What follows belongs to an exercise in optimizing a design on an open flow for small area, a short achievable clock period and few clock cycles per item; a production flow would make more cautious choices.
The RTL was checked by simulation tests, not by an equivalence proof against the original design.
Power figures rest on the tool's default switching activity, not on a simulated workload.

==> flow/design.v, too long to show whole: its modules and the start of the top module <==
// module csa_multiplier: 1713 lines
module csa_multiplier (
    input  logic        clk,
    input  logic        rst_n,
    input  logic        in_valid,
    input  logic [15:0] x,
    input  logic [15:0] y,
    output logic        out_valid,
    output logic [31:0] product
);
  // ...
==> flow/flow/run.sh <==
#!/bin/bash
# Own layout flow: the standard layout with two changes.
# 1. Synthesis: Yosys's synth runs with -noabc, so its early "abc -fast" pass
#    does not re-map the hand-written full/half adders before extract_fa maps
#    them to the library's fa/ha cells (no inverters between adders).
# 2. Port buffers: buffer_ports still gives every input and output port a
#    buffer, but uses the plain buffer named below instead of the delay cell
#    it picks by default.
# Everything else is the standard flow (standard.sh, ORFS make targets).
set -euo pipefail
here=$(pwd)
sed 's/yosys synth -nofsm -noshare /yosys synth -nofsm -noshare -noabc /' synth_recipe.tcl > noabc_synth.tcl
grep -q -- "-noabc" noabc_synth.tcl
export BUFFER_PORTS_ARGS="-buffer_cell sky130_fd_sc_hd__buf_1"
bash standard.sh SYNTH_SCRIPT="$here/noabc_synth.tcl" finish > "$here/flow_make.log" 2>&1
==> flow/standard.sh <==
#!/bin/bash
# synth_recipe.tcl (not shown) runs the flow's synth.tcl, then flattens the netlist and writes it again
# the make line also repeats each setting of config.mk as NAME=value (left out here)
make -C /OpenROAD-flow-scripts/flow DESIGN_CONFIG=/design/flow/config.mk WORK_HOME=/design/flow/orfs CLKGATE_MAP_FILE= SYNTH_SCRIPT=/design/flow/synth_recipe.tcl "${@:-finish}"
==> flow/config.mk <==
export PLATFORM = sky130hd
export DESIGN_NAME = csa_multiplier
export DESIGN_NICKNAME = csa_multiplier
export VERILOG_FILES = /design/flow/design.v
export SDC_FILE = /design/flow/constraint.sdc
export NUM_CORES = 4
export LEC_CHECK = 0
export CAP_MARGIN = 20
export CORE_MARGIN = 2
export CORE_UTILIZATION = 40
export CTS_CLUSTER_DIAMETER = 80
export CTS_CLUSTER_SIZE = 24
export SETUP_SLACK_MARGIN = 4.3
export SLEW_MARGIN = 20
export TNS_END_PERCENT = 0
==> flow/constraint.sdc <==
create_clock -name core_clock -period 6.5 [get_ports {clk}]
set_input_delay 1.3000 -clock core_clock [delete_from_list [all_inputs] [get_ports {clk}]]
set_output_delay 1.3000 -clock core_clock [all_outputs]
set_load 0.01 [all_outputs]
==> out/summary.txt, run 1 <==
Async SR Flop Fraction -> 0%
Final WS setup -> 4.20 ns
Multi-input combinational cell area -> 6320 um2
Num sequential -> 230
Worst hold-check path type -> register to register
Worst Path Class, Setup -> register to register
Taps Inserted -> 378
Vias -> 6928
Met2 GRT Util -> 23.8%
Run status -> timing/DRC/antenna clean
Worst path bufs/invs -> 1
Placed instance count -> 1360
Dpl ws -> 3.84 ns
Initial Utilization -> 40.8%
WL met3 -> 1620 um
Syn nets -> 1189
Compound-cell area share of the yosys netlist -> 13.4%
Setup crit start -> b_one[6]$_DFF_P_
Multi-input gates -> 643
Post-synth top flop -> dfxtp_1
Reg2Reg Depth -> 5
Total chip power -> 5.90 mW
Post-Synth Adder-Cell Area -> 24.8%
Max-slew violation count -> 0
Hold wc startpoint -> t2_p0$_DFF_P_
Testbench counts, summed over its fixed seeds: cycles 12,024, items 12,000.
==> inputs of run 2 (changes only) <==
--- a/flow/config.mk
+++ b/flow/config.mk
@@ -11,5 +11,4 @@
 export CTS_CLUSTER_DIAMETER = 80
 export CTS_CLUSTER_SIZE = 24
-export SETUP_SLACK_MARGIN = 4.3
+export SETUP_SLACK_MARGIN = 4.35
 export SLEW_MARGIN = 20
-export TNS_END_PERCENT = 0
==> run 2 against run 1 <==
  * Largest cell class unchanged
  * Non-clock buffer count up 1
  * Still clean on timing, DRC and antenna
  * Critical endpoint is now t2_g16$_DFF_P_
  * Clock power grew 9%
  * Global-route usage barely moved
  * Count of clock-buffer cells in the layout up 2
  * Maximum frequency rose by 2.9%
  * Clock skew shrank 0.0048 ns
  * Synthesized cell count unchanged
  * Sequential cell count did not move
  * Combinational power rose by 24%
  * Area after synthesis unchanged
  * Final area rose by 3.4%
==> out/summary.txt, run 2 <==
Worst Path Class, Setup -> register to register
Worst-path cell with the longest stage delay -> fa_1
Slew HR -> 65.8%
Switching part of the total -> 36.0%
Most common cell in the synthesized netlist -> dfxtp_1
Run status -> timing/DRC/antenna clean
Hpwl dp -> 16600 um
Vias -> 7058 (+1.9%)
Pin count of the biggest net entering global routing -> 35
Wirelength, routed -> 24000 um
Setup TNS -> 0 ns
CP arrival -> 2.62 ns
Dpl ws -> 3.90 ns (+0.0592 ns)
Critical path, cell by cell -> fa_2, fa_2, fa_1, ha_4, a21o_1
First-pass GRT wire length -> 39100 um
Syn nets -> 1189 (unchanged)
Worst-path clk slew -> 0.09 ns
H-tree level count -> 1
Max reg flops -> 32
Cell Area, Synth -> 11400 um2
Final WS setup -> 4.27 ns (+0.0649 ns)
Core ar. -> 27900 um2
Final Skew -> 0.0147 ns
Worst hold-check path type -> register to register
Top flop regs -> pr (32), xr (16)
P_sw -> 2.38 mW
Netlist cell types -> 48
Critical Path Sink Type -> register
DRT iter0 DRCs -> 585
Layout cells sized above 1 -> 15.2%
Hold buffer count at cts -> 0
Critical path peak fanout -> 2
Max-slew violation count -> 0 (unchanged)
RSZ-0062 raised after global routing -> true
First-pass DRT Iterations -> 5
Final #Nets -> 1197
Setup crit start kind -> register
Setup violators final -> 0
Post-synth top flop -> dfxtp_1
Max_cap viols -> 0
DRT antenna net count -> 0
Sequential area share after synthesis -> 40.5%
Most common cell on crit path -> fa_2
Gate power share -> 47.5%
Synth warn -> 1
Reg2Reg Depth -> 5 (unchanged)
Die area -> 29800 um2
Most common cell after layout, fill and taps aside -> dfxtp_1
Worst-Skew Late Latency -> 0.48 ns
Syn Area/Cell -> 11.5 um2
Slowest cell delay on critical path -> 0.58 ns
Boundary Pins -> 68
Initial Utilization -> 40.8% (unchanged)
Hold Path Depth -> 0
Syn-to-layout area delta -> 12.3%
Largest Register -> pr
Commonest non-fill, non-tap cells in the layout -> dfxtp_1 (170), xnor2_1 (138), a22oi_1 (120)
Die X -> 173 um
Leak -> 5.11 nW
Initial antenna violation count -> 0
Cells after Synth -> 992
Global placement routability congestion -> 0.850
Critical path's top delay family -> adder cells
Async SR Flop Fraction -> 0% (unchanged)
WP data required -> 6.88 ns
Die height -> 173 um
Maximum buffer depth of the clock tree -> 3
Root buffer cell -> clkbuf_16
DRC errors left -> 0
Final Hold Vio Count -> 0
Flops & latches, synth -> 230
Top post-synthesis cells by area -> dfxtp_1 (40%), fa_1 (18%), xnor2_1 (11%)
Total global routing overflow -> 0
Clock Sinks -> 230
Power Density -> 517 nW/um2
Vias in the first global route -> 7305
IO buf count -> 67
Pint -> 4.23 mW
Ant diodes -> 0
Slew of the pin with the lowest slew margin -> 0.509 ns
Sequential power share -> 37.1%
CTS tree -> yes
Worst path bufs/invs -> 0 (-1)
Cell taking the most area after synthesis -> dfxtp_1
Post-synth top area share -> 40.5%
Clock Power Share -> 15.4%
Final core utilization -> 45.8%
Fmax -> 0.448 GHz
CTS buffer count -> 15
CP Depth -> 5
EDFF count, synth -> 0
Placement Rows -> 61
Via density -> 5.10
Placed instance count -> 1359 (-0.074%)
Fin crit period -> 2.23 ns
Cell Count, Final, Fillers Out -> 1385
GRT Total Usage -> 16.2%
Synth top cells by count -> dfxtp_1 (230), xnor2_1 (138), a22oi_1 (120)
Peak supply drop -> 0.281 mV
Final Cycle Share -> 34.4%
Average wire per standard cell -> 17.3 um
==> run 2: changes by cell type in the layout (fill, tap and decap cells not counted), sizes merged <==
cell	change
buf	+1
bufinv	+2
clkinv	-3
inv	+1
clkbuf	+2
==> run 2: area by class of cell <==
type,count,area [um2]
clock inverters,7,118
repair buffers,74,477
multi-input cells,643,6470
fillers,2594,15100
flip-flops and latches,230,4720
clock buffers,17,383
inverters,36,135
well taps,378,473
==> run 2: power groups by stage <==
stage	sequential (mW)	combinational, mW	clock, mW
after floorplan	2.34	1.91	0
after global placement	2.45	2.52	0
after global routing	2.53	3.59	1.10
after detailed placement	2.46	2.55	0
final	2.45	3.14	1.02
after CTS	2.43	2.83	1.05
==> run 2: through the flow <==
step | hold slack [ns] | area (um2) | power (mW)
after floorplan | 0.310 | 11400 | 4.25
after global placement | 0.311 | 11800 | 4.97
after detailed placement | 0.315 | 11800 | 5.01
after CTS | 0.335 | 12500 | 6.31
after global routing | 0.337 | 12800 | 7.21
final | 0.333 | 12800 | 6.61
==> run 2: what timing repair did <==
action	4_1_cts	5_1_grt
gates cloned	0	0
endpoints found under the setup margin	101	62
pin swaps	6	5
resized for setup	90	59
buffers inserted	0	2
==> run 2: worst paths after layout <==
check	start	end	slack, ns
worst max-delay path	t1_c15_0$_DFF_P_	t2_g16$_DFF_P_	4.27
worst min-delay path	t1_c2_0$_DFF_P_	t2_p2$_DFF_P_	0.33
worst max register to register	t1_c15_0$_DFF_P_	t2_g16$_DFF_P_	4.27
worst min register to register	t1_c2_0$_DFF_P_	t2_p2$_DFF_P_	0.33
==> run 2: cell families (layout without fill, tap and decap cells) <==
group	Yosys count	after routing	share of synthesized area [%]
AND/OR/NAND/NOR	104	104	4.08
XOR/XNOR	172	172	13.2
flip-flops	230	230	40.5
buffers and inverters	119	134	3.99
AO/OA/AOI/OAI	205	205	13.4
adder cells (fa/ha/maj)	162	162	24.8
==> run 2: metal layers <==
layer	share of wire (%)	up-vias	global-route usage (%)	wire (um)
met4	2.5	0	4.91	597
met2	43	242	24.8	10300
met3	6.9	43	2.37	1660
li1	-	3348	-	-
met1	48	3425	23.7	11500
met5	0	-	0	0
==> inputs of run 3 (changes only) <==
--- a/flow/config.mk
+++ b/flow/config.mk
@@ -11,4 +11,4 @@
 export CTS_CLUSTER_DIAMETER = 80
 export CTS_CLUSTER_SIZE = 24
-export SETUP_SLACK_MARGIN = 4.35
+export SETUP_SLACK_MARGIN = 4.25
 export SLEW_MARGIN = 20
==> run 3 against run 2 <==
  * Still clean
  * First-iteration DRC count down 23%
  * Register-to-register slack about the same
  * Die area unchanged
  * Area after synthesis unchanged
  * Global-route usage about the same
  * Clock power down 6%
  * Clock skew up 0.0067 ns
  * Critical path type unchanged
  * Critical endpoint unchanged
==> out/summary.txt, run 3 <==
Run status -> timing/DRC/antenna clean
Largest Register -> pr
Setup crit end -> t2_g16$_DFF_P_
Global placement routability congestion -> 0.861 (+1.3%)
Wirelength, routed -> 24000 um (+0.15%)
First-pass GRT wire length -> 39000 um (-0.12%)
DRT iter0 DRCs -> 453 (-23%)
Fmax -> 0.446 GHz (-0.43%)
Sequential power share -> 40.5% (+3.4 points)
Pint -> 3.84 mW (-9.2%)
Worst hold-check path type -> register to register
WP data required -> 6.89 ns (about the same)
Leak -> 5.08 nW (-0.62%)
CP arrival -> 2.63 ns (about the same)
P_sw -> 2.21 mW (-7.1%)
DRC errors left -> 0 (unchanged)
Post-CTS setup buffers -> 0 (unchanged)
Die area -> 29800 um2 (unchanged)
Most common cell in the synthesized netlist -> dfxtp_1
Final WS setup -> 4.26 ns (-0.00958 ns)
DRT antenna net count -> 0 (unchanged)
First-pass DRT Iterations -> 5 (unchanged)
Ant diodes -> 0 (unchanged)
Total chip power -> 6.05 mW (-8.4%)
IO buf count -> 67 (unchanged)
Boundary Pins -> 68 (unchanged)
GRT Total Usage -> 16.2% (about the same)
Setup crit start kind -> register
Clock Power Share -> 15.9% (+0.5 points)
Max-slew violation count -> 0 (unchanged)
Vias in the first global route -> 7062 (-3.3%)
Worst-Skew Late Latency -> 0.49 ns (about the same)
Dpl ws -> 3.89 ns (-0.0134 ns)
Synth warn -> 1 (unchanged)
Initial Utilization -> 40.8% (unchanged)
Fillers -> 2591 (-0.12%)
RSZ-0062 raised after global routing -> true
Root buffer cell -> clkbuf_16
Most common cell on crit path -> fa_1
FF-to-FF End -> t2_g16$_DFF_P_
Commonest non-fill, non-tap cells in the layout -> dfxtp_1 (182), xnor2_1 (138), a22oi_1 (120)
Syn nets -> 1189 (unchanged)
Final Skew -> 0.0214 ns (+0.00667 ns)
Die X -> 173 um (unchanged)
Slew of the pin with the lowest slew margin -> 0.610 ns (+0.101 ns)
CP Depth -> 5 (unchanged)
Setup TNS -> 0 ns (unchanged)
Vias -> 6925 (-1.9%)
Cells after Synth -> 992 (unchanged)
Initial antenna violation count -> 0 (unchanged)
Pin count of the biggest net entering global routing -> 35 (unchanged)
Most common cell after layout, fill and taps aside -> dfxtp_1
Top flop regs -> pr (32), xr (16)
Final Hold Vio Count -> 0 (unchanged)
Critical path's top delay family -> adder cells
Switching part of the total -> 36.5% (+0.53 points)
H-tree level count -> 1 (unchanged)
Power Density -> 483 nW/um2 (-6.7%)
Layout Cell Area excl Fill -> 12500 um2 (-1.9%)
Worst Path Class, Setup -> register to register
Syn Area/Cell -> 11.5 um2 (unchanged)
Sequential area share after synthesis -> 40.5% (unchanged)
Fin crit period -> 2.24 ns (+0.00958 ns)
R2r setup slk -> 4.26 ns (about the same)
Reg area -> 4670 um2 (-0.95%)
CTS tree -> yes
Placement Rows -> 61 (unchanged)
Multi-input combinational cell area -> 6340 um2 (-2.0%)
Hold buffer count at cts -> 0 (unchanged)
Max reg flops -> 32 (unchanged)
Area after DPL -> 11800 um2 (about the same)
Via density -> 5.00 (-1.8%)
Async SR Flop Fraction -> 0% (unchanged)
Worst path bufs/invs -> 0 (unchanged)
Post-synth top flop -> dfxtp_1
Peak supply drop -> 0.176 mV (-37%)
Gate power share -> 43.6% (-3.9 points)
Worst r2r src -> t1_c15_0$_DFF_P_
Cell taking the most area after synthesis -> dfxtp_1
Worst-path clk slew -> 0.10 ns (about the same)
Critical path peak fanout -> 2 (unchanged)
Hpwl dp -> 16800 um (+0.97%)
Cell Area, Synth -> 11400 um2 (unchanged)
Flops & latches, synth -> 230 (unchanged)
Final Cycle Share -> 34.5% (+0.15 points)
Syn-to-layout area delta -> 10.2%
Die height -> 173 um (unchanged)
Reg2Reg Depth -> 5 (unchanged)
Critical path, cell by cell -> fa_2, fa_1, fa_1, ha_1, a21o_1
Total global routing overflow -> 0 (unchanged)
Slew HR -> 59.4% (-6.5 points)
CTS buffer count -> 15 (unchanged)
Critical Path Sink Type -> register
EDFF count, synth -> 0 (unchanged)
Setup crit start -> t1_c15_0$_DFF_P_
Core ar. -> 27900 um2 (unchanged)
Clock Sinks -> 230 (unchanged)
Slowest cell delay on critical path -> 0.52 ns (-0.06 ns)
Setup violators final -> 0 (unchanged)
Top post-synthesis cells by area -> dfxtp_1 (40%), fa_1 (18%), xnor2_1 (11%)
Netlist cell types -> 48 (unchanged)
Final #Nets -> 1196 (-0.084%)
Post-synth top area share -> 40.5% (unchanged)
Maximum buffer depth of the clock tree -> 3 (unchanged)
Worst-path cell with the longest stage delay -> fa_1
Max_cap viols -> 0 (unchanged)
Average wire per standard cell -> 17.4 um (+0.23%)
Synth top cells by count -> dfxtp_1 (230), xnor2_1 (138), a22oi_1 (120)
Layout cells sized above 1 -> 12.8% (-2.4 points)
run 3: cell counts after synthesis:
No cell type changed its count.
run 3: routing by layer:
metal	vias to the layer above	track usage [%]	share of wire, %
met5	-	0	0
met4	0	5.84	2.5
met3	45	2.37	6.1
met2	240	24.1	43
met1	3290	23.8	49
li1	3350	-	-
run 3: worst min path at each step:
stage / end / from / cells past startpoint
after floorplan: pr[0]$_DFF_P_ / t2_p0$_DFF_P_ / 0
after global placement: pr[0]$_DFF_P_ / t2_p0$_DFF_P_ / 0
after detailed placement: pr[0]$_DFF_P_ / t2_p0$_DFF_P_ / 0
after CTS: pr[0]$_DFF_P_ / t2_p0$_DFF_P_ / 0
after global routing: t2_p2$_DFF_P_ / t1_c2_0$_DFF_P_ / 0
final: pr[0]$_DFF_P_ / t2_p0$_DFF_P_ / 0
run 3: area by class of cell:
cell class                 instances  area share, %
clock buffer                      18           3.24
clock inverter                     6          0.519
inverter                          36           1.08
multi-input combinational        643           50.6
sequential                       230           37.3
tap                              378           3.77
timing repair buffer              73           3.52
run 3: repair_timing:
item,4_1_cts,5_1_grt
gates resized for setup,69,41
setup endpoints to repair,83,67
pin swaps,0,1
run 3: metrics by stage:
step | hold WS (ns) | utilization, % | instances
2_1_floorplan | 0.310 | - | 992
3_3_place_gp | 0.314 | 42.4 | 1360
3_5_place_dp | 0.314 | 42.4 | 1360
4_1_cts | 0.334 | 44.5 | 1384
5_1_grt | 0.339 | 45.0 | 1384
6_report | 0.332 | 45.0 | 1384
run 3: cells by family after synthesis:
family	synth area share (%)
AO/OA/AOI/OAI	13.4
flip-flops	40.5
AND/OR/NAND/NOR	4.08
XOR/XNOR	13.2
buffers and inverters	3.99
adder cells (fa/ha/maj)	24.8
run 3: power by group through the flow:
stage	clock, mW	sequential, mW	combinational [mW]
2_1_floorplan	0	2.34	1.90
3_3_place_gp	0	2.45	2.51
3_5_place_dp	0	2.46	2.54
4_1_cts	1.01	2.43	2.63
5_1_grt	1.05	2.52	3.08
6_report	0.963	2.45	2.64
==> inputs of run 4 (changes only) <==
--- a/flow/config.mk
+++ b/flow/config.mk
@@ -11,4 +11,4 @@
 export CTS_CLUSTER_DIAMETER = 80
 export CTS_CLUSTER_SIZE = 24
-export SETUP_SLACK_MARGIN = 4.25
+export SETUP_SLACK_MARGIN = 4.2
 export SLEW_MARGIN = 20
==> run 4 against run 3 <==
  * Largest cell class unchanged
  * Critical path type unchanged
  * Final area fell by 1.3%
  * Power fell by 2.2%
  * Clock power fell by 2%
  * Non-clock buffer count fell by 1
  * Clock skew rose by 0.00069 ns
  * Area after synthesis did not move
  * Critical path depth did not move
  * Wire length fell by 1.9%
==> out/summary.txt, run 4 <==
Worst-Skew Late Latency -> 0.49 ns (about the same)
Max-slew violation count -> 0 (unchanged)
Netlist cell types -> 48 (unchanged)
Hold buffer count at cts -> 0 (unchanged)
Fillers -> 2621 (+1.2%)
RSZ-0062 raised after global routing -> true
Fin crit period -> 2.30 ns (+0.0561 ns)
Cell taking the most area after synthesis -> dfxtp_1
Setup crit start -> t1_c15_0$_DFF_P_
Ant diodes -> 0 (unchanged)
GRT Total Usage -> 16.1% (-0.053 points)
Setup violators final -> 0 (unchanged)
Worst Path Class, Setup -> register to register
Worst-path cell with the longest stage delay -> fa_1
Max_cap viols -> 0 (unchanged)
Die height -> 173 um (unchanged)
Cell Count, Final, Fillers Out -> 1381 (-0.22%)
Synth warn -> 1 (unchanged)
Syn Area/Cell -> 11.5 um2 (unchanged)
Final Skew -> 0.0221 ns (+0.000689 ns)
Worst r2r src -> t1_c15_0$_DFF_P_
Hold wc startpoint -> t2_p0$_DFF_P_
Area after DPL -> 11800 um2 (about the same)
Worst hold-check path type -> register to register
Commonest non-fill, non-tap cells in the layout -> dfxtp_1 (195), xnor2_1 (138), a22oi_1 (120)
Global placement routability congestion -> 0.850 (-1.3%)
Async SR Flop Fraction -> 0% (unchanged)
Post-synth top flop -> dfxtp_1
Placed instance count -> 1359 (-0.074%)
Top post-synthesis cells by area -> dfxtp_1 (40%), fa_1 (18%), xnor2_1 (11%)
Most common cell in the synthesized netlist -> dfxtp_1
Final Hold Vio Count -> 0 (unchanged)
Syn-to-layout area delta -> 8.73%
Syn nets -> 1189 (unchanged)
Final Cycle Share -> 35.4% (+0.86 points)
Slowest cell delay on critical path -> 0.51 ns (about the same)
Most common cell after layout, fill and taps aside -> dfxtp_1
Critical path, cell by cell -> fa_1, fa_1, fa_1, ha_1, a21o_1
Sequential area share after synthesis -> 40.5% (unchanged)
Clock Sinks -> 230 (unchanged)
Top flop regs -> pr (32), xr (16)
DRC errors left -> 0 (unchanged)
Vias in the first global route -> 7156 (+1.3%)
Via density -> 5.02 (+0.38%)
Critical Path Sink Type -> register
Vias -> 6936 (+0.16%)
Slew of the pin with the lowest slew margin -> 0.629 ns (+0.0190 ns)
IO buf count -> 67 (unchanged)
Layout cells sized above 1 -> 9.77% (-3.1 points)
Final WS setup -> 4.20 ns (-0.0561 ns)
Layout Cell Area excl Fill -> 12400 um2 (-1.3%)
Peak supply drop -> 0.153 mV (-13%)
CP arrival -> 2.68 ns (+0.05 ns)
Initial antenna violation count -> 0 (unchanged)
Pin count of the biggest net entering global routing -> 35 (unchanged)
DRT iter0 DRCs -> 526 (+16%)
Run status -> timing/DRC/antenna clean
Boundary Pins -> 68 (unchanged)
Dpl ws -> 3.85 ns (-0.0371 ns)
First-pass GRT wire length -> 39100 um (+0.16%)
Setup TNS -> 0 ns (unchanged)
Initial Utilization -> 40.8% (unchanged)
Max reg flops -> 32 (unchanged)
Hpwl dp -> 16700 um (-0.35%)
Average wire per standard cell -> 17.1 um (-1.7%)
Total global routing overflow -> 0 (unchanged)
Maximum buffer depth of the clock tree -> 3 (unchanged)
Placement Rows -> 61 (unchanged)
DRT antenna net count -> 0 (unchanged)
Root buffer cell -> clkbuf_16
Final #Nets -> 1195 (-0.084%)
Cells after Synth -> 992 (unchanged)
WP data required -> 6.88 ns (about the same)
Wirelength, routed -> 23600 um (-1.9%)
Die area -> 29800 um2 (unchanged)
Slew HR -> 58.1% (-1.3 points)
First-pass DRT Iterations -> 5 (unchanged)
H-tree level count -> 1 (unchanged)
Synth top cells by count -> dfxtp_1 (230), xnor2_1 (138), a22oi_1 (120)
Post-synth top area share -> 40.5% (unchanged)
Critical path peak fanout -> 2 (unchanged)
CTS tree -> yes
Flops & latches, synth -> 230 (unchanged)
Worst-path clk slew -> 0.09 ns (about the same)
Total chip power -> 5.92 mW (-2.2%)
EDFF count, synth -> 0 (unchanged)
Setup crit start kind -> register
Die X -> 173 um (unchanged)
Fmax -> 0.435 GHz (-2.4%)
Most common cell on crit path -> fa_1
Cell Area, Synth -> 11400 um2 (unchanged)
Core ar. -> 27900 um2 (unchanged)
Leak -> 5.01 nW (-1.4%)
Power Density -> 479 nW/um2 (-0.87%)
Largest Register -> pr
CTS buffer count -> 15 (unchanged)
==> run 4: power by group <==
group	switching [mW]	internal [mW]	total [mW]	leakage, nW
logic	1.26	1.28	2.54	2.85
clock network	0.493	0.451	0.944	0.219
registers	0.421	2.01	2.43	1.94
total	2.17	3.74	5.92	5.01
==> run 4: per-layer routing <==
metal	global-route usage (%)	vias up	share of wire, %
li1	-	3336	-
met1	23.8	3346	50
met2	24.4	224	42
met3	2.90	30	6.7
met4	3.92	0	1.5
met5	0	-	0
==> run 4: kinds of logic after synthesis <==
| kind of cell | Yosys count | synth area share [%] |
|---|---|---|
| buf+inv | 119 | 3.99 |
| compound gates | 205 | 13.4 |
| fa+ha+maj | 162 | 24.8 |
| xor+xnor | 172 | 13.2 |
| flops | 230 | 40.5 |
| simple gates | 104 | 4.08 |
==> run 4: worst paths after layout <==
| path | end | slack (ns) | cells after the start |
|---|---|---|---|
| max | t2_g16$_DFF_P_ | 4.20 | 5 |
| min | pr[0]$_DFF_P_ | 0.33 | 0 |
| max reg2reg | t2_g16$_DFF_P_ | 4.20 | 5 |
| min reg2reg | pr[0]$_DFF_P_ | 0.33 | 0 |
==> run 4: per-stage QoR <==
step | hold WS (ns) | utilization (%)
2_1_floorplan | 0.310 | -
3_3_place_gp | 0.311 | 42.4
3_5_place_dp | 0.313 | 42.4
4_1_cts | 0.334 | 44.2
5_1_grt | 0.344 | 44.4
6_report | 0.331 | 44.4
==> run 4: repair_timing <==
item,4_1_cts,5_1_grt
endpoints found under the hold margin,0,0
buffers inserted,0,0
endpoints found under the setup margin,53,59
resized for setup,28,35
==> run 4: final cells by class <==
cell class                      instances  area (um2)  share of cell area, %
Clock buffer                           16         389                   3.15
Clock inverter                          6        73.8                  0.597
Inverter                               36         135                   1.09
Multi-Input combinational cell        643        6320                   51.1
Sequential cell                       230        4650                   37.6
Tap cell                              378         473                   3.83
Timing Repair Buffer                   72         317                   2.56
==> run 4: critical path: cells and delay by family, from the launching register on <==
family | cells | cell delay [ns]
adders and majority gates | 4 | 1.67
DFF | 1 | 0.34
AOI/OAI and AO/OA | 1 | 0.19
==> inputs of run 5 (changes only) <==
--- a/flow/config.mk
+++ b/flow/config.mk
@@ -9,6 +9,4 @@
 export CORE_MARGIN = 2
 export CORE_UTILIZATION = 40
-export CTS_CLUSTER_DIAMETER = 80
-export CTS_CLUSTER_SIZE = 24
-export SETUP_SLACK_MARGIN = 4.2
+export SETUP_SLACK_MARGIN = 4.3
 export SLEW_MARGIN = 20
==> run 5 against run 4 <==
  * Area after synthesis stayed put
  * Clock power is 47% higher
  * Wire length is 0.47% higher
  * Hold slack worse by 0.0054 ns
  * Largest cell class unchanged
  * Still clean
==> out/summary.txt, run 5 <==
Reg2Reg Depth -> 5 (unchanged)
Vias -> 7057 (+1.7%)
WP data required -> 6.91 ns (+0.03 ns)
Fmax -> 0.445 GHz (+2.5%)
Die height -> 173 um (unchanged)
Slew of the pin with the lowest slew margin -> 0.626 ns (-0.00304 ns)
Initial antenna violation count -> 0 (unchanged)
Fin crit period -> 2.24 ns (-0.0554 ns)
Area after DPL -> 11800 um2 (about the same)
FF-to-FF End -> t2_g19$_DFF_P_
Cells after Synth -> 992 (unchanged)
Max-slew violation count -> 0 (unchanged)
Worst-path clk slew -> 0.06 ns (-0.03 ns)
Commonest non-fill, non-tap cells in the layout -> dfxtp_1 (179), xnor2_1 (138), a22oi_1 (120)
Hpwl dp -> 16600 um (-0.46%)
Most common cell after layout, fill and taps aside -> dfxtp_1
Async SR Flop Fraction -> 0% (unchanged)
Synth warn -> 1 (unchanged)
Final #Nets -> 1206 (+0.92%)
CP arrival -> 2.65 ns (-0.03 ns)
First-pass DRT Iterations -> 5 (unchanged)
Dpl ws -> 3.86 ns (+0.00797 ns)
Post-synth top flop -> dfxtp_1
Largest Register -> pr
Boundary Pins -> 68 (unchanged)
WHS -> 0.326 ns (-0.00544 ns)
Die area -> 29800 um2 (unchanged)
Setup crit start -> t1_c18_1$_DFF_P_
Flops & latches, synth -> 230 (unchanged)
DRC errors left -> 0 (unchanged)
Sequential area share after synthesis -> 40.5% (unchanged)
Initial Utilization -> 40.8% (unchanged)
Setup TNS -> 0 ns (unchanged)
Final core utilization -> 46.4% (+2.1 points)
CTS tree -> yes
Run status -> timing/DRC/antenna clean
Cell Count, Final, Fillers Out -> 1405 (+1.7%)
EDFF count, synth -> 0 (unchanged)
CTS buffer count -> 25 (+10)
Syn-to-layout area delta -> 13.8%
Worst-Skew Late Latency -> 0.52 ns (+0.03 ns)
Pin count of the biggest net entering global routing -> 35 (unchanged)
Leak -> 5.24 nW (+4.7%)
Power Density -> 515 nW/um2 (+7.6%)
Die X -> 173 um (unchanged)
Root buffer cell -> clkbuf_16
RSZ-0062 raised after global routing -> true
Worst r2r src -> t1_c18_1$_DFF_P_
Worst Path Class, Setup -> register to register
Global placement routability congestion -> 0.843 (-0.89%)
Setup crit end -> t2_g19$_DFF_P_
Pint -> 4.36 mW (+16%)
First-pass GRT wire length -> 38700 um (-0.88%)
Wirelength, routed -> 23700 um (+0.47%)
Vias in the first global route -> 7195 (+0.54%)
Peak supply drop -> 0.214 mV (+40%)
H-tree level count -> 1 (unchanged)
DRT antenna net count -> 0 (unchanged)
Clock Power Share -> 20.9% (+4.9 points)
Top post-synthesis cells by area -> dfxtp_1 (40%), fa_1 (18%), xnor2_1 (11%)
Slew HR -> 58.3% (+0.20 points)
Core ar. -> 27900 um2 (unchanged)
Clock Sinks -> 230 (unchanged)
Top flop regs -> pr (32), xr (16)
R2r setup slk -> 4.26 ns (+0.06 ns)
Gate power share -> 42.2% (-0.7 points)
Layout cells sized above 1 -> 15.1% (+5.3 points)
Final Hold Vio Count -> 0 (unchanged)
Synth top cells by count -> dfxtp_1 (230), xnor2_1 (138), a22oi_1 (120)
Sequential power share -> 36.9% (-4.2 points)
Placement Rows -> 61 (unchanged)
Most common cell in the synthesized netlist -> dfxtp_1
Setup crit start kind -> register
Layout Cell Area excl Fill -> 12900 um2 (+4.7%)
Final WS setup -> 4.26 ns (+0.0554 ns)
Final Skew -> 0.00933 ns (-0.0127 ns)
Syn nets -> 1189 (unchanged)
Via density -> 5.02 (about the same)
Hold buffer count at cts -> 0 (unchanged)
Switching part of the total -> 34.6% (-2.1 points)
Max reg flops -> 32 (unchanged)
Maximum buffer depth of the clock tree -> 3 (unchanged)
IO buf count -> 67 (unchanged)
Final Cycle Share -> 34.5% (-0.85 points)
Fillers -> 2612 (-0.34%)
Worst hold-check path type -> register to register
Total global routing overflow -> 0 (unchanged)
Syn Area/Cell -> 11.5 um2 (unchanged)
P_sw -> 2.31 mW (+6.1%)
Post-synth top area share -> 40.5% (unchanged)
Cell taking the most area after synthesis -> dfxtp_1
Critical path peak fanout -> 2 (unchanged)
Placed instance count -> 1359 (unchanged)
Cell Area, Synth -> 11400 um2 (unchanged)
Ant diodes -> 0 (unchanged)
Max_cap viols -> 0 (unchanged)
Critical Path Sink Type -> register
Netlist cell types -> 48 (unchanged)
GRT Total Usage -> 16.0% (-0.15 points)
Average wire per standard cell -> 16.9 um (-1.2%)
DRT iter0 DRCs -> 496 (-5.7%)
Total chip power -> 6.66 mW (+13%)
Setup violators final -> 0 (unchanged)
## run 5: cell types whose count changed in the layout (fill, tap and decap cells not counted), sizes merged
cell,change
clkinvlp,+1
bufinv,+2
clkinv,+2
buf,+23
clkbuf,-2
inv,-2
## run 5: routing by layer
layer	track usage (%)	part of all wire, %	vias to the layer above
met1	22.9	49	3416
met2	24.1	43	215
met5	0	0	-
li1	-	-	3385
met3	3.47	6.6	41
met4	4.84	2.1	0
## run 5: layout make-up
| class | instances | area [um2] | share of cell area [%] |
|---|---|---|---|
| Sequential cell | 230 | 4680 | 36.2 |
| Clock inverter | 9 | 114 | 0.880 |
| Timing Repair Buffer | 73 | 427 | 3.30 |
| Multi-Input combinational cell | 643 | 6390 | 49.4 |
| Inverter | 36 | 135 | 1.04 |
| Tap cell | 378 | 473 | 3.66 |
| Clock buffer | 36 | 717 | 5.54 |
## run 5: timing repair
item                       CTS  global route
buffers inserted             0             1
resized for setup           77            43
setup endpoints to repair   98            52
pin swaps                    2             4
## run 5: logic make-up after synthesis
family / count (synthesis) / share of synthesized area, %
simple gates: 104 / 4.08
compound gates: 205 / 13.4
flops: 230 / 40.5
xor+xnor: 172 / 13.2
fa+ha+maj: 162 / 24.8
buf+inv: 119 / 3.99
## run 5: worst min-delay path by stage
stage                     cells after the start  slack, ns             from       endpoint
after global placement                        0       0.31    t2_p0$_DFF_P_  pr[0]$_DFF_P_
final                                         0       0.33  t1_c2_0$_DFF_P_  t2_p2$_DFF_P_
after global routing                          0       0.34  t1_c2_0$_DFF_P_  t2_p2$_DFF_P_
after floorplan                               0       0.31    t2_p0$_DFF_P_  pr[0]$_DFF_P_
after CTS                                     0       0.33  t1_c2_0$_DFF_P_  t2_p2$_DFF_P_
after detailed placement                      0       0.32  t1_c2_0$_DFF_P_  t2_p2$_DFF_P_
## run 5: worst max-delay path: stages (launching register included)
cell	delay [ns]
dfxtp_2	0.34
fa_2	0.44
fa_2	0.38
fa_2	0.58
ha_1	0.24
a21o_1	0.16
## run 5: power groups by stage
| stage | logic [mW] | clock network [mW] | registers [mW] |
|---|---|---|---|
| 2_1_floorplan | 1.90 | 0 | 2.34 |
| 3_3_place_gp | 2.51 | 0 | 2.45 |
| 3_5_place_dp | 2.53 | 0 | 2.46 |
| 4_1_cts | 2.62 | 1.44 | 2.44 |
| 5_1_grt | 3.29 | 1.50 | 2.52 |
| 6_report | 2.81 | 1.39 | 2.46 |
==> inputs of run 6 (changes only) <==
--- a/flow/config.mk
+++ b/flow/config.mk
@@ -9,4 +9,7 @@
 export CORE_MARGIN = 2
 export CORE_UTILIZATION = 40
+export CTS_CLUSTER_DIAMETER = 80
+export CTS_CLUSTER_SIZE = 24
+export PLACE_DENSITY = 0.8
 export SETUP_SLACK_MARGIN = 4.3
 export SLEW_MARGIN = 20
==> run 6 against run 5 <==
  * Still clean
  * Final area fell by 2.3%
  * Maximum frequency barely moved
  * Synthesized cell count did not move
  * Register-to-register slack improved by 0.02 ns
  * Wire length rose by 3.1%
  * Via count rose by 1.6%
  * Combinational power rose by 5%
  * Power fell by 4.8%
  * Die area did not move
  * Setup slack barely moved
  * Critical path type is now register to output port
  * Critical endpoint is now product[1]
==> out/summary.txt, run 6 <==
Run status -> timing/DRC/antenna clean
Clock Power Share -> 14.3% (-6.6 points)
Die height -> 173 um (unchanged)
Cell taking the most area after synthesis -> dfxtp_1
Async SR Flop Fraction -> 0% (unchanged)
Final Cycle Share -> 34.5% (about the same)
Vias in the first global route -> 7284 (+1.2%)
Placed instance count -> 1359 (unchanged)
DRT iter0 DRCs -> 596 (+20%)
Die X -> 173 um (unchanged)
Maximum buffer depth of the clock tree -> 3 (unchanged)
Max_cap viols -> 0 (unchanged)
Pint -> 4.02 mW (-7.7%)
Worst-path clk slew -> 0.09 ns (+0.03 ns)
Cell Area, Synth -> 11400 um2 (unchanged)
Initial antenna violation count -> 0 (unchanged)
Root buffer cell -> clkbuf_16
Compound-cell area share of the yosys netlist -> 13.4% (unchanged)
Syn Area/Cell -> 11.5 um2 (unchanged)
Power Density -> 502 nW/um2 (-2.6%)
Setup TNS -> 0 ns (unchanged)
Critical Path Sink Type -> output port
Multiplexer share of the synthesized area -> 0% (unchanged)
Clock Sinks -> 230 (unchanged)
Post-synth top area share -> 40.5% (unchanged)
Worst Path Class, Setup -> register to output port
First-pass GRT wire length -> 39300 um (+1.5%)
R2r setup slk -> 4.28 ns (+0.02 ns)
Worst-path cell with the longest stage delay -> dfxtp_2
Post-synthesis simple-gate area fraction -> 4.08% (unchanged)
Slew of the pin with the lowest slew margin -> 0.656 ns (+0.0303 ns)
Dpl ws -> 3.82 ns (-0.0407 ns)
Post-Synth Adder-Cell Area -> 24.8% (unchanged)
WHS -> 0.322 ns (-0.00378 ns)
Hpwl dp -> 16900 um (+1.7%)
Final core utilization -> 45.4% (-1.1 points)
Average wire per standard cell -> 17.7 um (+5.2%)
EDFF count, synth -> 0 (unchanged)
Synth warn -> 1 (unchanged)
Initial Utilization -> 40.8% (unchanged)
Peak supply drop -> 0.237 mV (+10%)
Critical path peak fanout -> 1 (-1)
Top flop regs -> pr (32), xr (16)
Worst path bufs/invs -> 1 (+1)
Syn-to-layout area delta -> 11.1%
P_sw -> 2.32 mW (+0.50%)
Critical path, cell by cell -> buf_6
Sequential area share after synthesis -> 40.5% (unchanged)
Layout cells sized above 1 -> 14.9% (-0.19 points)
Synth Area in XOR/XNOR -> 13.2% (unchanged)
Final Hold Vio Count -> 0 (unchanged)
Boundary Pins -> 68 (unchanged)
CTS buffer count -> 14 (-44%)
Switching part of the total -> 36.6% (+1.9 points)
Core ar. -> 27900 um2 (unchanged)
Total global routing overflow -> 0 (unchanged)
First-pass DRT Iterations -> 6 (+1)
Slowest cell delay on critical path -> 0.34 ns (-0.24 ns)
Ant diodes -> 0 (unchanged)
Post-CTS setup buffers -> 0 (unchanged)
Top post-synthesis cells by area -> dfxtp_1 (40%), fa_1 (18%), xnor2_1 (11%)
Synth top cells by count -> dfxtp_1 (230), xnor2_1 (138), a22oi_1 (120)
Vias -> 7168 (+1.6%)
Flops & latches, synth -> 230 (unchanged)
Post-synth top flop -> dfxtp_1
Pin count of the biggest net entering global routing -> 35 (unchanged)
Most common cell in the synthesized netlist -> dfxtp_1
Final WS setup -> 4.25 ns (-0.000490 ns)
Slew HR -> 56.3% (-2.0 points)
Commonest non-fill, non-tap cells in the layout -> dfxtp_1 (164), xnor2_1 (138), a22oi_1 (120)
Setup crit start kind -> register
Die area -> 29800 um2 (unchanged)
Max-slew violation count -> 0 (unchanged)
Leak -> 5.07 nW (-3.3%)
CP arrival -> 0.95 ns (-1.70 ns)
WP data required -> 5.20 ns (-1.71 ns)
Fmax -> 0.445 GHz (about the same)
IO buf count -> 67 (unchanged)
DRC errors left -> 0 (unchanged)
Netlist cell types -> 48 (unchanged)
Final #Nets -> 1194 (-1.0%)
Sequential power share -> 39.1% (+2.2 points)
Cell Count, Final, Fillers Out -> 1378 (-1.9%)
Largest family of logic cells by synthesized area -> adder cells
Via density -> 5.20 (+3.6%)
Fin crit period -> 2.25 ns (+0.000490 ns)
Global placement routability congestion -> 0.865 (+2.6%)
Worst hold-check path type -> register to register
Final Skew -> 0.0140 ns (+0.00463 ns)
Worst-Skew Late Latency -> 0.49 ns (-0.03 ns)
RSZ-0062 raised after global routing -> true
H-tree level count -> 1 (unchanged)
GRT Total Usage -> 16.3% (+0.30 points)
CTS tree -> yes
Syn nets -> 1189 (unchanged)
Max reg flops -> 32 (unchanged)
Setup violators final -> 0 (unchanged)
Most common cell after layout, fill and taps aside -> dfxtp_1
Critical path's top delay family -> flip-flops
Largest Register -> pr
Placement Rows -> 61 (unchanged)
DRT antenna net count -> 0 (unchanged)
Gate power share -> 46.6% (+4.4 points)
Wirelength, routed -> 24400 um (+3.1%)
Cells after Synth -> 992 (unchanged)
run 6: cell counts after synthesis:
Identical to the previous run, type by type.
run 6: power by group through the flow:
| stage | clock network, mW | logic, mW | registers (mW) |
|---|---|---|---|
| after floorplan | 0 | 1.90 | 2.34 |
| after global placement | 0 | 2.41 | 2.46 |
| after detailed placement | 0 | 2.52 | 2.47 |
| after CTS | 0.934 | 2.66 | 2.46 |
| after global routing | 0.982 | 3.38 | 2.54 |
| final | 0.906 | 2.95 | 2.48 |
run 6: cells by family after synthesis:
| kind of cell | count (synthesis) |
|---|---|
| flops | 230 |
| compound gates | 205 |
| xor+xnor | 172 |
| fa+ha+maj | 162 |
| buf+inv | 119 |
| simple gates | 104 |
run 6: path summary, 6_finish.rpt:
| check | startpoint | to | cells after the start |
|---|---|---|---|
| hold reg to reg | t1_c2_0$_DFF_P_ | t2_p2$_DFF_P_ | 0 |
| setup / recovery | pr[1]$_DFF_P_ | product[1] | 1 |
| setup reg to reg | t1_c15_2$_DFF_P_ | t2_g16$_DFF_P_ | 5 |
| hold / removal | t1_c2_0$_DFF_P_ | t2_p2$_DFF_P_ | 0 |
run 6: metrics by stage:
stage               instance area, um2  power [mW]
floorplan                        11400        4.24
CTS                              12400        6.05
finish                           12600        6.34
detailed placement               11800        4.99
global route                     12600        6.91
global placement                 11800        4.87
run 6: cell type report:
cell class	instances	area (um2)
clock buffer	15	375
clock inverter	4	45.0
fill	2510	15200
inverter	36	135
multi-input combinational	643	6410
sequential	230	4700
tap	378	473
timing repair buffer	72	492
run 6: repair_timing:
item / 4_1_cts / 5_1_grt
resized for setup: 99 / 48
hold buffers: 0 / 0
pin swaps: 3 / 7
setup endpoints to repair: 96 / 62
run 6: metal layers:
layer | up-vias | track usage (%) | part of all wire, %
li1 | 3333 | - | -
met5 | - | 0 | 0
met2 | 267 | 26.8 | 47
met3 | 42 | 2.00 | 6.5
met1 | 3526 | 22.4 | 45
met4 | 0 | 5.20 | 2.0
==> inputs of run 7 (changes only) <==
--- a/flow/config.mk
+++ b/flow/config.mk
@@ -11,5 +11,5 @@
 export CTS_CLUSTER_DIAMETER = 80
 export CTS_CLUSTER_SIZE = 24
-export PLACE_DENSITY = 0.8
+export GPL_TIMING_DRIVEN = 0
 export SETUP_SLACK_MARGIN = 4.3
 export SLEW_MARGIN = 20
==> run 7 against run 6 <==
  * Maximum frequency rose by 0.45%
  * Synthesized cell count did not move
  * Setup slack improved by 0.010 ns
  * Critical endpoint is now t2_g16$_DFF_P_
  * Non-clock buffer count rose by 91
  * Hold slack improved by 0.0093 ns
  * Final area rose by 7.5%
  * Largest power group unchanged
==> out/summary.txt, run 7 <==
Slowest cell delay on critical path -> 0.55 ns (+0.21 ns)
Critical Path Sink Type -> register
Gate power share -> 48.7% (+2.1 points)
WL met3 -> 1520 um (-4.3%)
Clock Power Share -> 14.9% (+0.6 points)
Most common cell after layout, fill and taps aside -> dfxtp_1
Placement Rows -> 61 (unchanged)
Ant diodes -> 0 (unchanged)
First-pass DRT Iterations -> 5 (-1)
Commonest non-fill, non-tap cells in the layout -> dfxtp_1 (208), xnor2_1 (134), a22oi_1 (98)
Sequential power share -> 36.4% (-2.7 points)
Flops & latches, synth -> 230 (unchanged)
Max_cap viols -> 0 (unchanged)
Worst Path Class, Setup -> register to register
H-tree level count -> 1 (unchanged)
Root buffer cell -> clkbuf_16
Vias in the first global route -> 7429 (+2.0%)
Dpl ws -> 3.48 ns (-0.339 ns)
Sequential area share after synthesis -> 40.5% (unchanged)
Vias -> 7358 (+2.7%)
Cell taking the most area after synthesis -> dfxtp_1
DRC errors left -> 0 (unchanged)
Worst-path cell with the longest stage delay -> fa_1
Slew of the pin with the lowest slew margin -> 0.537 ns (-0.119 ns)
Synth warn -> 1 (unchanged)
Final Cycle Share -> 34.4% (-0.15 points)
Total chip power -> 6.40 mW (+1.0%)
Wirelength, routed -> 27000 um (+10%)
Total global routing overflow -> 0 (unchanged)
Initial Utilization -> 40.8% (unchanged)
Post-synth top area share -> 40.5% (unchanged)
Worst-path clk slew -> 0.09 ns (about the same)
Top post-synthesis cells by area -> dfxtp_1 (40%), fa_1 (18%), xnor2_1 (11%)
Leak -> 5.60 nW (+10%)
Die X -> 173 um (unchanged)
WP data required -> 6.90 ns (+1.70 ns)
Worst-Skew Late Latency -> 0.50 ns (about the same)
Final WS setup -> 4.26 ns (+0.00996 ns)
WL met1 -> 12800 um (+18%)
Fin crit period -> 2.24 ns (-0.00996 ns)
IO buf count -> 67 (unchanged)
Pin count of the biggest net entering global routing -> 25 (-29%)
Critical path peak fanout -> 2 (+1)
Global placement routability congestion -> 0.924 (+6.8%)
Run status -> timing/DRC/antenna clean
Top routing layer in use -> met4
DRT antenna net count -> 0 (unchanged)
Cell Area, Synth -> 11400 um2 (unchanged)
Async SR Flop Fraction -> 0% (unchanged)
EDFF count, synth -> 0 (unchanged)
Final Hold Vio Count -> 0 (unchanged)
Boundary Pins -> 68 (unchanged)
Switching part of the total -> 36.5% (about the same)
Final #Nets -> 1286 (+7.7%)
Area after DPL -> 12100 um2 (+2.6%)
Most common cell on crit path -> fa_1
Critical path, cell by cell -> fa_2, fa_1, fa_1, ha_4, a21o_1
Pint -> 4.06 mW (+1.1%)
Slew HR -> 63.9% (+7.6 points)
CTS tree -> yes
Hpwl dp -> 20400 um (+21%)
Core ar. -> 27900 um2 (unchanged)
Setup violators final -> 0 (unchanged)
DRT iter0 DRCs -> 606 (+1.7%)
Via density -> 5.00 (-3.8%)
Largest Register -> pr
Fmax -> 0.447 GHz (+0.45%)
Max-slew violation count -> 0 (unchanged)
Peak supply drop -> 0.227 mV (-3.9%)
Cells after Synth -> 992 (unchanged)
Clock Sinks -> 230 (unchanged)
Maximum buffer depth of the clock tree -> 3 (unchanged)
Final Skew -> 0.0293 ns (+0.0154 ns)
Initial antenna violation count -> 0 (unchanged)
Average wire per standard cell -> 18.3 um (+3.4%)
Die area -> 29800 um2 (unchanged)
CP arrival -> 2.64 ns (+1.69 ns)
GRT Total Usage -> 17.8% (+1.6 points)
Setup crit start kind -> register
Most common cell in the synthesized netlist -> dfxtp_1
Netlist cell types -> 48 (unchanged)
Syn nets -> 1189 (unchanged)
Routed met2 length -> 11700 um (+1.9%)
Worst hold-check path type -> register to register
Hold buffer count at cts -> 0 (unchanged)
Layout cells sized above 1 -> 21.4% (+6.5 points)
Top flop regs -> pr (32), xr (16)
Die height -> 173 um (unchanged)
First-pass GRT wire length -> 42000 um (+6.9%)
Synth top cells by count -> dfxtp_1 (230), xnor2_1 (138), a22oi_1 (120)
P_sw -> 2.34 mW (+0.97%)
Syn-to-layout area delta -> 19.5%
Syn Area/Cell -> 11.5 um2 (unchanged)
Layout Cell Area excl Fill -> 13600 um2 (+7.5%)
RSZ-0062 raised after global routing -> true
Power Density -> 471 nW/um2 (-6.0%)
Max reg flops -> 32 (unchanged)
Post-synth top flop -> dfxtp_1
CTS buffer count -> 15 (+1)
Setup TNS -> 0 ns (unchanged)
[run 7: cell counts after synthesis]
Identical to the previous run, type by type.
[run 7: final cells by class]
type	instances	area [um2]
plain buffers	83	830
clock buffers	16	389
clock inverters	5	72.6
fillers	2554	14300
inverters	36	135
multi-input cells	643	6600
flip-flops and latches	230	4640
well taps	378	473
repair buffers	80	447
[run 7: critical path: cells and delay by family, from the launching register on]
family / cells / cell delay, ns
adders and majority gates: 4 / 1.63
DFF: 1 / 0.33
AOI/OAI and AO/OA: 1 / 0.17
[run 7: timing repair]
| action | in CTS | in global routing |
|---|---|---|
| pin swaps | 3 | 37 |
| endpoints found under the hold margin | 0 | 0 |
| buffers inserted | 4 | 9 |
| setup endpoints to repair | 123 | 82 |
| gates resized for setup | 189 | 143 |
[run 7: power by group through the flow]
stage          registers (mW)  logic [mW]  clock network [mW]
6_report                 2.33        3.12               0.952
5_1_grt                  2.40        3.61                1.04
2_1_floorplan            2.34        1.90                   0
3_3_place_gp             2.34        2.68                   0
3_5_place_dp             2.36        2.67                   0
4_1_cts                  2.32        2.79               0.988
[run 7: final timing paths]
check,from,endpoint,slack [ns],depth (start not counted)
min reg2reg,t2_p0$_DFF_P_,pr[0]$_DFF_P_,0.33,0
max,t1_c15_0$_DFF_P_,t2_g16$_DFF_P_,4.26,5
min,t2_p0$_DFF_P_,pr[0]$_DFF_P_,0.33,0
max reg2reg,t1_c15_0$_DFF_P_,t2_g16$_DFF_P_,4.26,5
[run 7: cells by family (layout without fill, tap and decap cells)]
family / after synthesis / after routing / synth area share (%)
compound gates: 205 / 205 / 13.4
xor+xnor: 172 / 172 / 13.2
fa+ha+maj: 162 / 162 / 24.8
buf+inv: 119 / 220 / 3.99
flops: 230 / 230 / 40.5
simple gates: 104 / 104 / 4.08
[run 7: metrics by stage]
stage                     std cells  utilization, %  hold WS [ns]
after floorplan                 992               -         0.310
after global placement         1437            43.5         0.312
after detailed placement       1437            43.5         0.313
after CTS                      1462            46.9         0.334
after global routing           1471            48.8         0.343
final                          1471            48.8         0.331
[run 7: routing by layer]
metal | GRT usage, % | vias to the layer above
li1 | - | 3520
met1 | 25.3 | 3525
met2 | 27.6 | 253
met3 | 3.10 | 60
met4 | 5.88 | 0
met5 | 0 | -
==> inputs of run 8 (changes only) <==
--- a/flow/config.mk
+++ b/flow/config.mk
@@ -11,5 +11,4 @@
 export CTS_CLUSTER_DIAMETER = 80
 export CTS_CLUSTER_SIZE = 24
-export GPL_TIMING_DRIVEN = 0
 export SETUP_SLACK_MARGIN = 4.3
 export SLEW_MARGIN = 20
==> run 8 against run 7 <==
  * Hold slack improved by 0.0011 ns
  * Sequential cell count unchanged
  * Still clean on timing, DRC and antenna
  * Power down 2.4%
  * Maximum frequency grew 0.26%
  * Largest cell class unchanged
  * Sequential share of layout area is 3.0 points higher
  * Clock skew is 0.013 ns lower
  * Synthesized cell count unchanged
==> out/summary.txt, run 8 <==
Final Cycle Share -> 34.3% (-0.089 points)
Die X -> 173 um (unchanged)
Maximum buffer depth of the clock tree -> 3 (unchanged)
Syn nets -> 1189 (unchanged)
Clock Power Share -> 15.7% (+0.8 points)
Root buffer cell -> clkbuf_16
Async SR Flop Fraction -> 0% (unchanged)
Critical Path Sink Type -> register
Final core utilization -> 45.2% (-3.5 points)
Commonest non-fill, non-tap cells in the layout -> dfxtp_1 (177), xnor2_1 (138), a22oi_1 (120)
Met2 GRT Util -> 23.7% (-4.0 points)
IO buf count -> 67 (unchanged)
Global placement routability congestion -> 0.843 (-8.8%)
Cells after Synth -> 992 (unchanged)
Max-slew violation count -> 0 (unchanged)
Critical path, cell by cell -> fa_2, fa_1, fa_1, ha_1, a21o_1
Syn Area/Cell -> 11.5 um2 (unchanged)
Largest Register -> pr
DRT iter0 DRCs -> 467 (-23%)
Worst Path Class, Setup -> register to register
Dpl ws -> 3.86 ns (+0.380 ns)
Worst r2r src -> t1_c15_0$_DFF_P_
Total global routing overflow -> 0 (unchanged)
Max_cap viols -> 0 (unchanged)
Peak supply drop -> 0.197 mV (-14%)
CTS tree -> yes
Placement Rows -> 61 (unchanged)
Gate power share -> 45.1% (-3.6 points)
Setup violators final -> 0 (unchanged)
Die area -> 29800 um2 (unchanged)
DRT antenna net count -> 0 (unchanged)
Hpwl dp -> 16600 um (-18%)
Worst-path clk slew -> 0.09 ns (about the same)
Hold Path Depth -> 0 (unchanged)
Worst-Skew Late Latency -> 0.49 ns (about the same)
Syn-to-layout area delta -> 10.8%
R2r setup slk -> 4.27 ns (about the same)
Hold buffer count at cts -> 0 (unchanged)
Most common cell in the synthesized netlist -> dfxtp_1
Setup crit start kind -> register
Fillers -> 2639 (+3.3%)
Max reg flops -> 32 (unchanged)
Leak -> 5.08 nW (-9.3%)
First-pass GRT wire length -> 38300 um (-8.9%)
Post-synth top area share -> 40.5% (unchanged)
Slew HR -> 58.4% (-5.6 points)
Power Density -> 496 nW/um2 (+5.2%)
Sequential area share after synthesis -> 40.5% (unchanged)
Initial Utilization -> 40.8% (unchanged)
P_sw -> 2.26 mW (-3.5%)
Vias in the first global route -> 7092 (-4.5%)
Hold wc startpoint -> t1_c2_0$_DFF_P_
EDFF count, synth -> 0 (unchanged)
Post-synth top flop -> dfxtp_1
CTS buffer count -> 15 (unchanged)
GRT Total Usage -> 15.8% (-2.1 points)
Final Hold Vio Count -> 0 (unchanged)
Pin count of the biggest net entering global routing -> 35 (+40%)
Wirelength, routed -> 23400 um (-13%)
Final WS setup -> 4.27 ns (+0.00576 ns)
Pint -> 3.99 mW (-1.8%)
Flops & latches, synth -> 230 (unchanged)
Via density -> 5.07 (+1.4%)
Post-CTS setup buffers -> 0 (-4)
Setup TNS -> 0 ns (unchanged)
Most common cell on crit path -> fa_1
Final #Nets -> 1195 (-7.1%)
Worst-path cell with the longest stage delay -> fa_1
WP data required -> 6.88 ns (-0.02 ns)
Total chip power -> 6.25 mW (-2.4%)
Final Skew -> 0.0164 ns (-0.0130 ns)
WHS Endpoint -> t2_p2$_DFF_P_
Initial antenna violation count -> 0 (unchanged)
Run status -> timing/DRC/antenna clean
Critical path peak fanout -> 2 (unchanged)
M3 GR Usage -> 2.75% (-0.35 points)
Slowest cell delay on critical path -> 0.50 ns (-0.05 ns)
Most common cell after layout, fill and taps aside -> dfxtp_1
Vias -> 7002 (-4.8%)
First-pass DRT Iterations -> 5 (unchanged)
Fmax -> 0.449 GHz (+0.26%)
Global Route met1 Usage -> 23.3% (-2.0 points)
Netlist cell types -> 48 (unchanged)
Synth warn -> 1 (unchanged)
Synth top cells by count -> dfxtp_1 (230), xnor2_1 (138), a22oi_1 (120)
Grt peak-use layer -> met2
DRC errors left -> 0 (unchanged)
Boundary Pins -> 68 (unchanged)
Switching part of the total -> 36.1% (-0.42 points)
Die height -> 173 um (unchanged)
Cell Area, Synth -> 11400 um2 (unchanged)
H-tree level count -> 1 (unchanged)
Reg2Reg Depth -> 5 (unchanged)
Ant diodes -> 0 (unchanged)
Top flop regs -> pr (32), xr (16)
CP arrival -> 2.61 ns (-0.03 ns)
Sequential power share -> 39.3% (+2.9 points)
Layout cells sized above 1 -> 13.9% (-7.6 points)
RSZ-0062 raised after global routing -> true
Clock Sinks -> 230 (unchanged)
Core ar. -> 27900 um2 (unchanged)
Slew of the pin with the lowest slew margin -> 0.624 ns (+0.0874 ns)
FF-to-FF End -> t2_g16$_DFF_P_
Worst hold-check path type -> register to register
Top post-synthesis cells by area -> dfxtp_1 (40%), fa_1 (18%), xnor2_1 (11%)
WHS -> 0.332 ns (+0.00113 ns)
Cell taking the most area after synthesis -> dfxtp_1
Average wire per standard cell -> 16.9 um (-7.8%)
Fin crit period -> 2.23 ns (-0.00576 ns)
## run 8: cell counts after synthesis
No cell type changed its count.
## run 8: worst max path at each step
stage | startpoint | endpoint | slack, ns
2_1_floorplan | b_neg[7]$_DFF_P_ | t1_c26_1$_DFF_P_ | 4.30
3_3_place_gp | b_neg[5]$_DFF_P_ | t1_c26_1$_DFF_P_ | 3.90
3_5_place_dp | b_neg[5]$_DFF_P_ | t1_c26_1$_DFF_P_ | 3.86
4_1_cts | b_neg[5]$_DFF_P_ | t1_c26_1$_DFF_P_ | 4.23
5_1_grt | t1_c15_0$_DFF_P_ | t2_g16$_DFF_P_ | 4.20
6_report | t1_c15_0$_DFF_P_ | t2_g16$_DFF_P_ | 4.27
## run 8: metrics by stage
stage / std cells / cell area [um2]
finish: 1381 / 12600
global route: 1381 / 12600
CTS: 1381 / 12400
detailed placement: 1359 / 11800
global placement: 1359 / 11800
floorplan: 992 / 11400
## run 8: worst max-delay path, delay by kind of cell (launching register included)
family	cells	cell delay [ns]
AOI/OAI and AO/OA	1	0.18
DFF	1	0.34
adders and majority gates	4	1.61
## run 8: power groups by stage
stage,Clock (mW),Combinational [mW],Sequential [mW]
2_1_floorplan,0,1.90,2.34
4_1_cts,1.02,2.61,2.43
6_report,0.980,2.82,2.45
3_3_place_gp,0,2.51,2.45
5_1_grt,1.07,3.28,2.52
3_5_place_dp,0,2.53,2.46
## run 8: layout make-up
class	instances	area, um2	share of cell area (%)
Clock buffer	16	389	3.09
Clock inverter	6	96.3	0.764
Inverter	36	135	1.07
Multi-Input combinational cell	643	6400	50.8
Sequential cell	230	4680	37.1
Tap cell	378	473	3.75
Timing Repair Buffer	72	425	3.38
## run 8: cells by family after synthesis
logic type,after synthesis,synth area share (%)
flip-flops,230,40.5
adder cells (fa/ha/maj),162,24.8
buffers and inverters,119,3.99
XOR/XNOR,172,13.2
AND/OR/NAND/NOR,104,4.08
AO/OA/AOI/OAI,205,13.4
## run 8: routing by layer
metal	wire [um]	vias up
li1	-	3341
met1	11500	3395
met2	9920	229
met3	1460	37
met4	457	0
met5	0	-
## run 8: repair_timing
action                                 CTS  global route
setup endpoints to repair               99            54
endpoints found under the hold margin    0             0
resized for setup                       76            45
gates cloned                             0             0
pin swaps                                2             3
==> inputs of run 9 (changes only) <==
--- a/flow/config.mk
+++ b/flow/config.mk
@@ -9,6 +9,6 @@
 export CORE_MARGIN = 2
 export CORE_UTILIZATION = 40
-export CTS_CLUSTER_DIAMETER = 80
-export CTS_CLUSTER_SIZE = 24
+export CTS_CLUSTER_DIAMETER = 100
+export CTS_CLUSTER_SIZE = 30
 export SETUP_SLACK_MARGIN = 4.3
 export SLEW_MARGIN = 20
==> run 9 against run 8 <==
  * Core utilization shrank 0.26 points
  * Maximum frequency decreased by 0.80%
  * Sequential share of layout area increased by 0.23 points
  * Still clean on timing, DRC and antenna
  * Critical path depth stayed put
  * Final cell count fell by 0.29%
  * Critical endpoint unchanged
  * Hold slack lost 0.016 ns
  * Largest cell class unchanged
  * Sequential power hardly changed
  * Register-to-register slack lost 0.02 ns
==> out/summary.txt, run 9 <==
First-pass DRT Iterations -> 5 (unchanged)
Vias -> 6954 (-0.69%)
Hold Path Depth -> 0 (unchanged)
Placed instance count -> 1359 (unchanged)
Slew of the pin with the lowest slew margin -> 0.621 ns (-0.00354 ns)
Max_cap viols -> 0 (unchanged)
Final Hold Vio Count -> 0 (unchanged)
Boundary Pins -> 68 (unchanged)
IO buf count -> 67 (unchanged)
Placement Rows -> 61 (unchanged)
Layout cells sized above 1 -> 13.9% (+0.055 points)
Syn Area/Cell -> 11.5 um2 (unchanged)
Hpwl dp -> 16600 um (unchanged)
Reg area -> 4680 um2 (about the same)
Worst-path clk slew -> 0.11 ns (+0.02 ns)
CTS buffer count -> 12 (-3)
First-pass GRT wire length -> 38400 um (+0.24%)
Wirelength, routed -> 23600 um (+1.0%)
Setup violators final -> 0 (unchanged)
Average wire per standard cell -> 17.1 um (+1.3%)
Syn-to-layout area delta -> 10.2%
Worst-path cell with the longest stage delay -> fa_1
Pin count of the biggest net entering global routing -> 35 (unchanged)
Cell Area, Synth -> 11400 um2 (unchanged)
Die height -> 173 um (unchanged)
Fmax -> 0.445 GHz (-0.80%)
Root buffer cell -> clkbuf_16
Final Skew -> 0.0316 ns (+0.0153 ns)
Die area -> 29800 um2 (unchanged)
Vias in the first global route -> 7064 (-0.39%)
Maximum buffer depth of the clock tree -> 3 (unchanged)
EDFF count, synth -> 0 (unchanged)
Fillers -> 2628 (-0.42%)
Die X -> 173 um (unchanged)
Critical path peak fanout -> 2 (unchanged)
WP data required -> 6.90 ns (+0.02 ns)
Post-synth top area share -> 40.5% (unchanged)
Initial antenna violation count -> 0 (unchanged)
Critical Path Sink Type -> register
Final Cycle Share -> 34.6% (+0.28 points)
Peak supply drop -> 0.201 mV (+2.1%)
Total global routing overflow -> 0 (unchanged)
Setup crit start kind -> register
Slew HR -> 58.6% (+0.24 points)
Most common cell after layout, fill and taps aside -> dfxtp_1
Worst hold-check path type -> register to register
Largest Register -> pr
Cell Count, Final, Fillers Out -> 1377 (-0.29%)
Leak -> 5.03 nW (-0.96%)
Setup TNS -> 0 ns (unchanged)
CP Depth -> 5 (unchanged)
RSZ-0062 raised after global routing -> true
Most common cell on crit path -> fa_2
Syn nets -> 1189 (unchanged)
Most common cell in the synthesized netlist -> dfxtp_1
CTS tree -> yes
Reg2Reg Depth -> 5 (unchanged)
Initial Utilization -> 40.8% (unchanged)
Post-synth top flop -> dfxtp_1
Cells after Synth -> 992 (unchanged)
Max-slew violation count -> 0 (unchanged)
Worst path bufs/invs -> 0 (unchanged)
Ant diodes -> 0 (unchanged)
Worst Path Class, Setup -> register to register
Async SR Flop Fraction -> 0% (unchanged)
GRT Total Usage -> 15.8% (+0.063 points)
Max reg flops -> 32 (unchanged)
Sequential area share after synthesis -> 40.5% (unchanged)
DRT antenna net count -> 0 (unchanged)
Slowest cell delay on critical path -> 0.51 ns (about the same)
Cell taking the most area after synthesis -> dfxtp_1
Critical path's top delay family -> adder cells
Clock Sinks -> 230 (unchanged)
CP arrival -> 2.64 ns (+0.03 ns)
Global placement routability congestion -> 0.843 (unchanged)
Critical path, cell by cell -> fa_2, fa_1, fa_2, ha_1, a21o_1
Via density -> 5.05 (-0.40%)
Top flop regs -> pr (32), xr (16)
DRC errors left -> 0 (unchanged)
H-tree level count -> 1 (unchanged)
DRT iter0 DRCs -> 491 (+5.1%)
Synth warn -> 1 (unchanged)
Multi-input combinational cell area -> 6430 um2 (+0.43%)
Worst-Skew Late Latency -> 0.50 ns (about the same)
Fin crit period -> 2.25 ns (+0.0180 ns)
Final #Nets -> 1193 (-0.17%)
Run status -> timing/DRC/antenna clean
Synth top cells by count -> dfxtp_1 (230), xnor2_1 (138), a22oi_1 (120)
Core ar. -> 27900 um2 (unchanged)
Power Density -> 498 nW/um2 (+0.49%)
Netlist cell types -> 48 (unchanged)
Hold buffer count at cts -> 0 (unchanged)
Flops & latches, synth -> 230 (unchanged)
Commonest non-fill, non-tap cells in the layout -> dfxtp_1 (176), xnor2_1 (138), a22oi_1 (120)
Top post-synthesis cells by area -> dfxtp_1 (40%), fa_1 (18%), xnor2_1 (11%)
[run 9: cell counts after synthesis]
Identical to the previous run, type by type.
[run 9: kinds of logic (layout without fill, tap and decap cells)]
| kind of cell | Yosys count | after routing | synth area share [%] |
|---|---|---|---|
| and+or+nand+nor | 104 | 104 | 4.08 |
| DFF | 230 | 230 | 40.5 |
| adders and majority gates | 162 | 162 | 24.8 |
| buffers and inverters | 119 | 126 | 3.99 |
| AOI/OAI and AO/OA | 205 | 205 | 13.4 |
| xor gates and xnor gates | 172 | 172 | 13.2 |
[run 9: cell type report]
type                            instances  area share (%)
Multi-Input combinational cell        643            51.3
Clock buffer                           13            2.60
Tap cell                              378            3.77
Timing Repair Buffer                   73            3.46
Clock inverter                          4           0.399
Inverter                               36            1.08
Sequential cell                       230            37.4
[run 9: report_power, final]
part           total [mW]  switching (mW)  leakage [nW]  internal, mW
Clock               0.854           0.474         0.185         0.380
Sequential           2.45           0.430          1.94          2.02
Combinational        2.94            1.36          2.91          1.57
[run 9: path summary, 6_finish.rpt]
path | start | end | slack, ns
min reg2reg | t1_c2_0$_DFF_P_ | t2_p2$_DFF_P_ | 0.32
max | t1_c15_0$_DFF_P_ | t2_g16$_DFF_P_ | 4.25
min | t1_c2_0$_DFF_P_ | t2_p2$_DFF_P_ | 0.32
max reg2reg | t1_c15_0$_DFF_P_ | t2_g16$_DFF_P_ | 4.25
[run 9: metrics by stage]
stage / worst slack (ns) / hold WS [ns] / cell area (um2) / util (%) / total power [mW]
after global placement: 3.90 / 0.311 / 11800 / 42.4 / 4.97
after global routing: 4.19 / 0.324 / 12500 / 45.0 / 6.86
after floorplan: 4.30 / 0.310 / 11400 / - / 4.24
after CTS: 4.22 / 0.322 / 12300 / 44.2 / 5.94
after detailed placement: 3.86 / 0.315 / 11800 / 42.4 / 4.99
final: 4.25 / 0.317 / 12500 / 45.0 / 6.24
[run 9: timing repair]
action                                  4_1_cts  5_1_grt
gates cloned                                  0        0
pin swaps                                     2        5
endpoints found under the setup margin      100       54
buffers inserted                              0        1
gates resized for setup                      80       46
[run 9: layer usage]
metal  vias up  GRT usage (%)  routed length (um)
met1      3356           23.2               11600
met2       233           24.0               10100
met4         0           4.45                 463
met5         -              0                   0
li1       3334              -                   -
met3        31           2.79                1400

==> what the ideal ports hide <==
The flow's constraints put no driver on any port. The routed layouts listed below were extracted and timed again, unchanged, in two steps. Step 1 sets driving cells, clkbuf_16 on the clock port and buf_2 on the other inputs (assumed; they add their load-dependent delay and slew). Step 2 also shifts input and output timing later by t, the mid clock arrival at the registers, as if the neighbouring blocks saw the same clock. Slacks: ideal ports / drivers / drivers and shift; pairs: ideal ports / drivers.
run	shift t [ns]	setup WS [ns]	hold slack, ns
run 1	0.536	4.201 / 4.198 / 4.201	0.331 / 0.331 / 0.331
run 2	0.522	4.266 / 4.232 / 4.266	0.333 / 0.333 / 0.333
run 3	0.522	4.256 / 4.233 / 4.256	0.332 / 0.332 / 0.332
run 4	0.520	4.200 / 4.200 / 4.200	0.331 / 0.331 / 0.331
run 5	0.556	4.255 / 4.215 / 4.255	0.326 / 0.326 / 0.326
run 6	0.528	4.255 / 4.208 / 4.277	0.322 / 0.322 / 0.322
run 7	0.534	4.265 / 4.219 / 4.265	0.331 / 0.331 / 0.331
run 8	0.518	4.271 / 4.241 / 4.271	0.332 / 0.332 / 0.332
run 9	0.526	4.253 / 4.222 / 4.253	0.317 / 0.317 / 0.317
After both steps setup and hold are still met in every run listed.
